This is an optimization exercise on Yosys and OpenROAD, whose aim is a short achievable clock period and few clock cycles, not a production implementation. The RTL was checked by simulation tests, not by an equivalence proof against the original design. Power and IR drop assume default switching activity.

**design.v**
```verilog
`default_nettype none
package rv32_pkg;
    typedef logic [31:0] xlen_t;
    typedef logic [31:0] instr_t;
    typedef logic [4:0]  reg_addr_t;
    typedef logic [3:0]  alu_op_t;
    localparam logic [6:0] OPC_OP     = 7'b0110011;
    localparam logic [6:0] OPC_OP_IMM = 7'b0010011;
    localparam logic [6:0] OPC_LUI    = 7'b0110111;
    localparam logic [6:0] OPC_AUIPC  = 7'b0010111;
    localparam logic [6:0] OPC_BRANCH = 7'b1100011;
    localparam logic [6:0] OPC_JAL    = 7'b1101111;
    localparam logic [6:0] OPC_JALR   = 7'b1100111;
    localparam alu_op_t ALU_ADD    = 4'd0;
    localparam alu_op_t ALU_SUB    = 4'd1;
    localparam alu_op_t ALU_AND    = 4'd2;
    localparam alu_op_t ALU_OR     = 4'd3;
    localparam alu_op_t ALU_XOR    = 4'd4;
    localparam alu_op_t ALU_SLL    = 4'd5;
    localparam alu_op_t ALU_SRL    = 4'd6;
    localparam alu_op_t ALU_SRA    = 4'd7;
    localparam alu_op_t ALU_SLT    = 4'd8;
    localparam alu_op_t ALU_SLTU   = 4'd9;
    localparam alu_op_t ALU_PASS_B = 4'd10;
    localparam instr_t NOP_INSTR = 32'h0000_0013;
    typedef struct packed {
        logic      valid;
        xlen_t     pc;
        reg_addr_t rs1;
        reg_addr_t rs2;
        xlen_t     rs1_data;
        xlen_t     rs2_data;
        xlen_t     imm;
        reg_addr_t rd;
        logic      reg_write;
        alu_op_t   alu_op;
        logic      use_imm;
        logic      use_pc;
        logic      is_branch;
        logic      is_jal;
        logic      is_jalr;
        logic [2:0] funct3;
    } id_ex_t;
    typedef struct packed {
        logic      valid;
        reg_addr_t rd;
        xlen_t     data;
    } wb_t;
    typedef struct packed {
        logic  valid;
        xlen_t target;
    } redirect_t;
endpackage
`default_nettype wire
`timescale 1ns/1ns
`default_nettype none
module alu (
    input  rv32_pkg::alu_op_t alu_op,
    input  rv32_pkg::xlen_t   a,
    input  rv32_pkg::xlen_t   b,
    output rv32_pkg::xlen_t   result
);
    logic [4:0] shamt;
    assign shamt = b[4:0];
    always_comb begin
        case (alu_op)
            rv32_pkg::ALU_ADD:    result = a + b;
            rv32_pkg::ALU_SUB:    result = a - b;
            rv32_pkg::ALU_AND:    result = a & b;
            rv32_pkg::ALU_OR:     result = a | b;
            rv32_pkg::ALU_XOR:    result = a ^ b;
            rv32_pkg::ALU_SLL:    result = a << shamt;
            rv32_pkg::ALU_SRL:    result = a >> shamt;
            rv32_pkg::ALU_SRA:    result = $signed(a) >>> shamt;
            rv32_pkg::ALU_SLT:    result = {31'b0, $signed(a) < $signed(b)};
            rv32_pkg::ALU_SLTU:   result = {31'b0, a < b};
            rv32_pkg::ALU_PASS_B: result = b;
            default:    result = '0;
        endcase
    end
endmodule
`default_nettype wire
`timescale 1ns/1ns
`default_nettype none
module fetch_unit #(
    parameter rv32_pkg::xlen_t RESET_PC = '0
) (
    input  logic                clk,
    input  logic                rst,
    output rv32_pkg::xlen_t     imem_addr,
    input  rv32_pkg::instr_t    imem_data,
    input  rv32_pkg::redirect_t redirect,
    output logic                if_valid,
    output rv32_pkg::xlen_t     if_pc,
    output rv32_pkg::instr_t    if_instr
);
    rv32_pkg::xlen_t pc;
    rv32_pkg::xlen_t pc_next;
    always_comb begin
        if (rst) begin
            pc_next = RESET_PC;
        end else if (redirect.valid) begin
            pc_next = redirect.target;
        end else begin
            pc_next = pc + 32'd4;
        end
    end
    always_ff @(posedge clk) begin
        pc <= pc_next;
    end
    assign imem_addr = pc_next;
    always_ff @(posedge clk) begin
        if_pc <= pc;
        if (rst || redirect.valid) begin
            if_valid <= 1'b0;
            if_instr <= rv32_pkg::NOP_INSTR;
        end else begin
            if_valid <= 1'b1;
            if_instr <= imem_data;
        end
    end
endmodule
`default_nettype wire
`timescale 1ns/1ns
`default_nettype none
module decode_unit (
    input  logic                clk,
    input  logic                rst,
    input  logic                if_valid,
    input  rv32_pkg::xlen_t     if_pc,
    input  rv32_pkg::instr_t    if_instr,
    input  rv32_pkg::redirect_t redirect,
    output rv32_pkg::reg_addr_t rs1_addr,
    output rv32_pkg::reg_addr_t rs2_addr,
    input  rv32_pkg::xlen_t     rs1_data,
    input  rv32_pkg::xlen_t     rs2_data,
    output rv32_pkg::id_ex_t    id_ex
);
    logic [6:0] opcode;
    logic [2:0] funct3;
    logic [6:0] funct7;
    rv32_pkg::reg_addr_t  rd;
    rv32_pkg::xlen_t      imm_i;
    rv32_pkg::xlen_t      imm_u;
    rv32_pkg::xlen_t      imm_b;
    rv32_pkg::xlen_t      imm_j;
    rv32_pkg::id_ex_t     id_ex_d;
    assign opcode   = if_instr[6:0];
    assign rd       = if_instr[11:7];
    assign funct3   = if_instr[14:12];
    assign rs1_addr = if_instr[19:15];
    assign rs2_addr = if_instr[24:20];
    assign funct7   = if_instr[31:25];
    assign imm_i = {{20{if_instr[31]}}, if_instr[31:20]};
    assign imm_u = {if_instr[31:12], 12'b0};
    assign imm_b = {{19{if_instr[31]}}, if_instr[31], if_instr[7],
                    if_instr[30:25], if_instr[11:8], 1'b0};
    assign imm_j = {{11{if_instr[31]}}, if_instr[31], if_instr[19:12],
                    if_instr[20], if_instr[30:21], 1'b0};
    function automatic rv32_pkg::alu_op_t alu_decode(input logic [2:0] f3, input logic alt,
                                           input logic is_reg);
        logic [3:0] op;
        case (f3)
            3'b000:  op = (alt && is_reg) ? rv32_pkg::ALU_SUB : rv32_pkg::ALU_ADD;
            3'b001:  op = rv32_pkg::ALU_SLL;
            3'b010:  op = rv32_pkg::ALU_SLT;
            3'b011:  op = rv32_pkg::ALU_SLTU;
            3'b100:  op = rv32_pkg::ALU_XOR;
            3'b101:  op = alt ? rv32_pkg::ALU_SRA : rv32_pkg::ALU_SRL;
            3'b110:  op = rv32_pkg::ALU_OR;
            default: op = rv32_pkg::ALU_AND;
        endcase
        alu_decode = op;
    endfunction
    always_comb begin
        id_ex_d           = '0;
        id_ex_d.valid     = if_valid;
        id_ex_d.pc        = if_pc;
        id_ex_d.rs1       = rs1_addr;
        id_ex_d.rs2       = rs2_addr;
        id_ex_d.rs1_data  = rs1_data;
        id_ex_d.rs2_data  = rs2_data;
        id_ex_d.rd        = rd;
        id_ex_d.funct3    = funct3;
        id_ex_d.imm       = imm_i;
        id_ex_d.alu_op    = rv32_pkg::ALU_ADD;
        case (opcode)
            rv32_pkg::OPC_OP: begin
                id_ex_d.reg_write = 1'b1;
                id_ex_d.alu_op    = alu_decode(funct3, funct7[5], 1'b1);
            end
            rv32_pkg::OPC_OP_IMM: begin
                id_ex_d.reg_write = 1'b1;
                id_ex_d.use_imm   = 1'b1;
                id_ex_d.alu_op    = alu_decode(funct3, funct7[5], 1'b0);
            end
            rv32_pkg::OPC_LUI: begin
                id_ex_d.reg_write = 1'b1;
                id_ex_d.use_imm   = 1'b1;
                id_ex_d.imm       = imm_u;
                id_ex_d.alu_op    = rv32_pkg::ALU_PASS_B;
            end
            rv32_pkg::OPC_AUIPC: begin
                id_ex_d.reg_write = 1'b1;
                id_ex_d.use_imm   = 1'b1;
                id_ex_d.use_pc    = 1'b1;
                id_ex_d.imm       = imm_u;
            end
            rv32_pkg::OPC_BRANCH: begin
                id_ex_d.is_branch = 1'b1;
                id_ex_d.imm       = imm_b;
            end
            rv32_pkg::OPC_JAL: begin
                id_ex_d.reg_write = 1'b1;
                id_ex_d.is_jal    = 1'b1;
                id_ex_d.imm       = imm_j;
            end
            rv32_pkg::OPC_JALR: begin
                id_ex_d.reg_write = 1'b1;
                id_ex_d.is_jalr   = 1'b1;
            end
            default: ;
        endcase
    end
    always_ff @(posedge clk) begin
        id_ex <= id_ex_d;
        if (rst || redirect.valid) begin
            id_ex.valid <= 1'b0;
        end
    end
endmodule
`default_nettype wire
`timescale 1ns/1ns
`default_nettype none
module register_file (
    input  logic                clk,
    input  logic                rst,
    input  rv32_pkg::reg_addr_t rs1_addr,
    input  rv32_pkg::reg_addr_t rs2_addr,
    output rv32_pkg::xlen_t     rs1_data,
    output rv32_pkg::xlen_t     rs2_data,
    input  rv32_pkg::wb_t       wb
);
    rv32_pkg::xlen_t regs [1:31];
    always_ff @(posedge clk) begin
        if (rst) begin
            for (int i = 1; i < 32; i++) begin
                regs[i] <= '0;
            end
        end else if (wb.valid && wb.rd != '0) begin
            regs[wb.rd] <= wb.data;
        end
    end
    function automatic rv32_pkg::xlen_t read_port(input rv32_pkg::reg_addr_t addr);
        logic [31:0] value;
        if (addr == '0) begin
            value = '0;
        end else if (wb.valid && wb.rd == addr) begin
            value = wb.data;
        end else begin
            value = regs[addr];
        end
        read_port = value;
    endfunction
    always_comb begin
        rs1_data = read_port(rs1_addr);
        rs2_data = read_port(rs2_addr);
    end
endmodule
`default_nettype wire
`timescale 1ns/1ns
`default_nettype none
module execute_unit (
    input  logic                clk,
    input  logic                rst,
    input  rv32_pkg::id_ex_t    id_ex,
    output rv32_pkg::redirect_t redirect,
    output rv32_pkg::wb_t       wb
);
    logic  fwd_rs1;
    logic  fwd_rs2;
    logic  cond;
    logic  take;
    logic  is_jump;
    rv32_pkg::xlen_t op_rs1;
    rv32_pkg::xlen_t op_rs2;
    rv32_pkg::xlen_t alu_a;
    rv32_pkg::xlen_t alu_b;
    rv32_pkg::xlen_t alu_result;
    rv32_pkg::xlen_t pc_plus4;
    rv32_pkg::xlen_t target;
    rv32_pkg::xlen_t result;
    assign fwd_rs1 = wb.valid && wb.rd != '0 && wb.rd == id_ex.rs1;
    assign fwd_rs2 = wb.valid && wb.rd != '0 && wb.rd == id_ex.rs2;
    assign op_rs1 = fwd_rs1 ? wb.data : id_ex.rs1_data;
    assign op_rs2 = fwd_rs2 ? wb.data : id_ex.rs2_data;
    assign alu_a = id_ex.use_pc ? id_ex.pc : op_rs1;
    assign alu_b = id_ex.use_imm ? id_ex.imm : op_rs2;
    alu u_alu (
        .alu_op (id_ex.alu_op),
        .a      (alu_a),
        .b      (alu_b),
        .result (alu_result)
    );
    always_comb begin
        case (id_ex.funct3)
            3'b000:  cond = op_rs1 == op_rs2;
            3'b001:  cond = op_rs1 != op_rs2;
            3'b100:  cond = $signed(op_rs1) < $signed(op_rs2);
            3'b101:  cond = $signed(op_rs1) >= $signed(op_rs2);
            3'b110:  cond = op_rs1 < op_rs2;
            3'b111:  cond = op_rs1 >= op_rs2;
            default: cond = 1'b0;
        endcase
    end
    assign is_jump = id_ex.is_jal || id_ex.is_jalr;
    assign take    = id_ex.valid && ((id_ex.is_branch && cond) || is_jump);
    assign target = id_ex.is_jalr ? ((op_rs1 + id_ex.imm) & ~32'd1)
                                  : (id_ex.pc + id_ex.imm);
    assign redirect.valid  = take;
    assign redirect.target = target;
    assign pc_plus4 = id_ex.pc + 32'd4;
    assign result   = is_jump ? pc_plus4 : alu_result;
    always_ff @(posedge clk) begin
        if (rst) begin
            wb.valid <= 1'b0;
        end else begin
            wb.valid <= id_ex.valid && id_ex.reg_write && id_ex.rd != '0;
        end
        wb.rd   <= id_ex.rd;
        wb.data <= result;
    end
endmodule
`default_nettype wire
`timescale 1ns/1ns
`default_nettype none
module rv32i_core #(
    parameter rv32_pkg::xlen_t RESET_PC = '0
) (
    input  logic             clk,
    input  logic             rst,
    output logic [31:0]      imem_addr,
    input  logic [31:0]      imem_data,
    output logic             wb_valid,
    output logic [4:0]       wb_rd,
    output logic [31:0]      wb_data
);
    rv32_pkg::wb_t       wb;
    assign wb_valid = wb.valid;
    assign wb_rd    = wb.rd;
    assign wb_data  = wb.data;
    logic      if_valid;
    rv32_pkg::xlen_t     if_pc;
    rv32_pkg::instr_t    if_instr;
    rv32_pkg::reg_addr_t rs1_addr;
    rv32_pkg::reg_addr_t rs2_addr;
    rv32_pkg::xlen_t     rs1_data;
    rv32_pkg::xlen_t     rs2_data;
    rv32_pkg::id_ex_t    id_ex;
    rv32_pkg::redirect_t redirect;
    fetch_unit #(
        .RESET_PC (RESET_PC)
    ) u_fetch (
        .clk       (clk),
        .rst       (rst),
        .imem_addr (imem_addr),
        .imem_data (imem_data),
        .redirect  (redirect),
        .if_valid  (if_valid),
        .if_pc     (if_pc),
        .if_instr  (if_instr)
    );
    decode_unit u_decode (
        .clk      (clk),
        .rst      (rst),
        .if_valid (if_valid),
        .if_pc    (if_pc),
        .if_instr (if_instr),
        .redirect (redirect),
        .rs1_addr (rs1_addr),
        .rs2_addr (rs2_addr),
        .rs1_data (rs1_data),
        .rs2_data (rs2_data),
        .id_ex    (id_ex)
    );
    register_file u_regfile (
        .clk      (clk),
        .rst      (rst),
        .rs1_addr (rs1_addr),
        .rs2_addr (rs2_addr),
        .rs1_data (rs1_data),
        .rs2_data (rs2_data),
        .wb       (wb)
    );
    execute_unit u_execute (
        .clk      (clk),
        .rst      (rst),
        .id_ex    (id_ex),
        .redirect (redirect),
        .wb       (wb)
    );
endmodule
`default_nettype wire
```
**run.sh**
```bash
#!/bin/bash
# synth_recipe.tcl (not shown) runs the flow's synth.tcl, then flattens the netlist and writes it again
# the make line also repeats each setting of config.mk as NAME=value (left out here)
make -C /OpenROAD-flow-scripts/flow DESIGN_CONFIG=/design/flow/config.mk WORK_HOME=/design/flow/orfs CLKGATE_MAP_FILE= SYNTH_SCRIPT=/design/flow/synth_recipe.tcl finish
```
**config.mk**
```make
export PLATFORM = sky130hd
export DESIGN_NAME = rv32i_core
export DESIGN_NICKNAME = rv32i_core
export VERILOG_FILES = /design/flow/design.v
export SDC_FILE = /design/flow/constraint.sdc
export NUM_CORES = 4
export LEC_CHECK = 0
export CAP_MARGIN = 20
export CORE_MARGIN = 2
export CORE_UTILIZATION = 40
export SLEW_MARGIN = 20
```
**constraint.sdc**
```tcl
create_clock -name core_clock -period 8.5 [get_ports {clk}]
set_input_delay 1.7000 -clock core_clock [delete_from_list [all_inputs] [get_ports {clk}]]
set_output_delay 1.7000 -clock core_clock [all_outputs]
set_load 0.01 [all_outputs]
```
==> reports/summary.txt <==
Initial Util -> 40.1%
Final Hold Viols -> 0
#FFs+latches synth -> 1316
Setup TNS Final -> 0 ns
Worst Hold Endpoint -> u_decode.id_ex[128]$_DFF_P_
CTS tree -> yes
commonest cells after routing, fill and taps aside -> and2_1, edfxtp_1, mux4_2
via count -> 59.6k
most used cell, CP -> buf_4
first-pass GRT wire length -> 463 mm
Worst EP required -> 6.80 ns
Max-slew headroom -> 19.8%
clock tree sinks -> 1316
Lkg Pwr -> 32.1 nW
die area -> 0.201 mm^2
commonest non-fill, non-tap cell in the layout -> and2_1
Critical Path Source Type -> register
R2R depth -> 19
Core ar. -> 0.197 mm^2
Synth async-reset ratio -> 0%
crit path max fanout -> 11
Mapped Cells -> 6413
HPWL after DPL -> 221 mm
status -> no timing/DRC/antenna violations
DRC errors left -> 0
H-tree depth -> 4
pin count of the biggest net entering global routing -> 124
Hold Crit Start -> u_fetch.if_pc[4]$_DFF_P_
critical path class -> register to output port
clk buf depth -> 3
Seq/Total Area, Yosys -> 46.3%
number of global-route vias before repair -> 57.4k
DRT iter0 DRCs -> 9393
Post-DRT Antenna Nets -> 0
die width -> 449 um
reg2reg setup slack -> 1.52 ns
Die Span Y -> 449 um
GRT overflow -> 0
Final min period -> 8.29 ns
# setup viols final -> 0
Netlist cell types -> 97
Final Net Count -> 6602
GRT Total Usage -> 32.6%
max cap viols -> 0
Buf+Inv Stages, Crit Path -> 8
TritonCTS Buffers -> 152
Fillers -> 17.7k
DR vias/cell -> 6.51
I/O Buffers -> 103
Synth Flop Type -> edfxtp_1
Tcrit/Tclk final -> 97.5%
pre-CTS setup slack -> 0.298 ns
hold path depth -> 0
CP delay by family, top -> compound AO/OA/AOI/OAI gates
worst slew pin tran -> 1.19 ns
worst min path class -> register to register
CP max stage cell -> nor4b_1
Critical R2R Launch -> u_execute.wb[36]$_DFF_P_
layout cells sized above 1 -> 20.5%
Synth Warn # -> 5
final-report max-slew violation count -> 0
Synth Area per Inst -> 12.3 um^2
max incr delay on CP -> 0.66 ns
synth top area cells -> edfxtp_1, mux4_2, and2_1, dfxtp_1, ha_1
Max VDD drop -> 0.216 mV
num ports -> 104
area leader, netlist -> edfxtp_1
Layout area overhead -> 12.6%
Post-CTS Hold Fix Bufs -> 0
Synth top area share -> 38.9%
crit path DAT -> 6.59 ns
Max Clock Freq -> 121 MHz
GP Congestion -> 1.08
Setup Skew -> 0.0587 ns
Synth Cell Area -> 0.0791 mm^2
Clk Latency, worst-skew pair -> 0.83 ns
antenna violations before repair -> 28
clock slew at reported path FFs -> 0.06 ns
reg2reg end -> u_execute.wb[30]$_DFF_P_
Total Routed Length -> 335 mm
EDFF count, synth -> 1024
Worst setup EP type -> output port
clk root buf -> clkbuf_16
row count -> 163
1st-pass router iterations -> 8
crit-path cells -> buf_4, or3_4, o311ai_2, buf_4, nor2_4, buf_4, buf_4, o21ai_0, ha_1, and3_1, nand3_1, nor4b_1, a21oi_1, o21ai_0, a2111oi_2, buf_4, o31ai_2, buf_4, inv_1, a21o_1, clkdlybuf4s50_1
pwr dens -> 231 mW/mm^2
Final WS setup -> 0.212 ns
routed len/inst -> 36.6 um
-- synth_stat cells, drive strengths merged (17+ instances only) --
cell,instances
and2,1048
edfxtp,1024
mux4,648
clkbuf,451
nor2,350
nand2,314
dfxtp,292
o21ai,215
mux2i,214
a21oi,202
ha,192
inv,156
buf,130
a211oi,116
nand3,74
xnor2,72
a21o,64
xor2,55
nor3,50
o211ai,45
o22ai,45
a31oi,44
a22oi,42
nand4,37
o311ai,36
nor2b,33
o221ai,32
nand4b,31
and3,30
nand2b,29
o31ai,28
a221oi,20
or3,20
o21bai,19
mux2,17
-- flip-flops by register name, summed over array words and instances (netlist names) --
signal	cells
u_regfile.regs	1024
u_decode.id_ex	157
u_execute.wb	38
u_fetch.if_instr	32
u_fetch.if_pc	32
u_fetch.pc	32
u_fetch.if_valid	1
-- what timing repair did --
item / CTS / global route
gates resized for setup: 7 / 17
endpoints found under the setup margin: 32 / 32
pin swaps: 2 / 4
setup buffers: 6 / 3
gates cloned: 1 / 0
-- how the worst max path moves through the flow --
| stage | startpoint | end | slack (ns) | cells after the start |
|---|---|---|---|---|
| 2_1_floorplan | u_execute.wb[34]$_DFF_P_ | imem_addr[30] | 1.63 | 22 |
| 3_3_place_gp | u_execute.wb[34]$_DFF_P_ | imem_addr[31] | 0.40 | 20 |
| 3_5_place_dp | u_execute.wb[34]$_DFF_P_ | imem_addr[31] | 0.30 | 20 |
| 4_1_cts | u_execute.wb[35]$_DFF_P_ | imem_addr[30] | 0.03 | 22 |
| 5_1_grt | u_execute.wb[36]$_DFF_P_ | imem_addr[24] | -0.02 | 22 |
| 6_report | u_execute.wb[36]$_DFF_P_ | imem_addr[24] | 0.21 | 21 |
-- kinds of logic (layout without fill, tap and decap cells) --
| kind of cell | after synthesis | count (layout) | synth area share (%) |
|---|---|---|---|
| simple gates | 2094 | 2095 | 14.5 |
| xor+xnor | 127 | 127 | 1.41 |
| other cells | 1 | 46 | 0.00474 |
| flops | 1316 | 1316 | 46.3 |
| compound gates | 1062 | 1062 | 9.51 |
| mux | 879 | 879 | 21.4 |
| buf+inv | 738 | 792 | 3.74 |
| fa+ha+maj | 196 | 196 | 3.14 |
-- power by group --
| group | leakage (nW) | internal, mW | switching [mW] |
|---|---|---|---|
| sequential | 13.0 | 7.32 | 0.371 |
| combinational | 16.7 | 1.96 | 4.24 |
| clock | 2.43 | 3.74 | 2.92 |
| total | 32.1 | 13.0 | 7.54 |
-- stage by stage --
stage | power [mW] | instances | utilization [%] | hold slack [ns] | cell area, um^2
2_1_floorplan | 11.1 | 6444 | - | 0.310 | 79200
3_3_place_gp | 13.8 | 8845 | 42.5 | 0.310 | 83800
3_5_place_dp | 13.8 | 8848 | 42.6 | 0.314 | 83900
4_1_cts | 20.4 | 9136 | 45.2 | 0.324 | 89000
5_1_grt | 21.1 | 9142 | 45.2 | 0.324 | 89100
6_report | 20.6 | 9153 | 45.2 | 0.324 | 89100
-- worst reg2reg max path: cells and delay by family (launching register included) --
kind / cells / cell delay (ns)
xor+xnor: 1 / 0.21
compound gates: 6 / 3.07
fa+ha+maj: 1 / 0.51
simple gates: 6 / 1.80
buf+inv: 4 / 0.74
mux: 1 / 0.15
flops: 1 / 0.35
-- cell type report --
class                      count  area, um^2  share of cell area [%]
multi-input combinational   4391       40400                    45.4
inverter                     157         592                   0.664
antenna                       14        35.0                  0.0393
sequential                  1316       36600                    41.1
clock inverter                87         958                    1.08
tap                         2640        3300                    3.71
timing repair buffer         354        3080                    3.46
clock buffer                 194        4050                    4.55
-- routing by layer --
layer | vias to the layer above | GRT usage, % | part of all wire [%]
li1 | 24300 | - | -
met3 | 797 | 9.10 | 12
met5 | - | 0 | 0.019
met4 | 10 | 17.6 | 6.3
met2 | 3960 | 47.5 | 43
met1 | 30500 | 44.1 | 39
Testbench counts, summed over its fixed seeds: cycles 73,583.

## afterwards: timing with drivers on the ports
How much do the figures lean on ideal ports? The routed layout below was timed once more, with nothing changed but the port constraints. Step 1, drivers: a clkbuf_16 drives clk and a buf_2 each remaining input, both assumed. Step 2 also shifts input and output timing later by t, the mid clock arrival at the registers, as if the neighbouring blocks saw the same clock. a / b / c = no drivers / after step 1 / after step 2; a / b = the first two.
t, ns: 0.891
slack for setup (ns): 0.212 / 0.126 / 1.017
worst setup path after step 2: register to output
worst slew at a driven data input, ns: 0.14
After both steps setup and hold are still met in this run. The setup slack of this run moves by -0.086 ns with the drivers and by +0.805 ns with both steps.
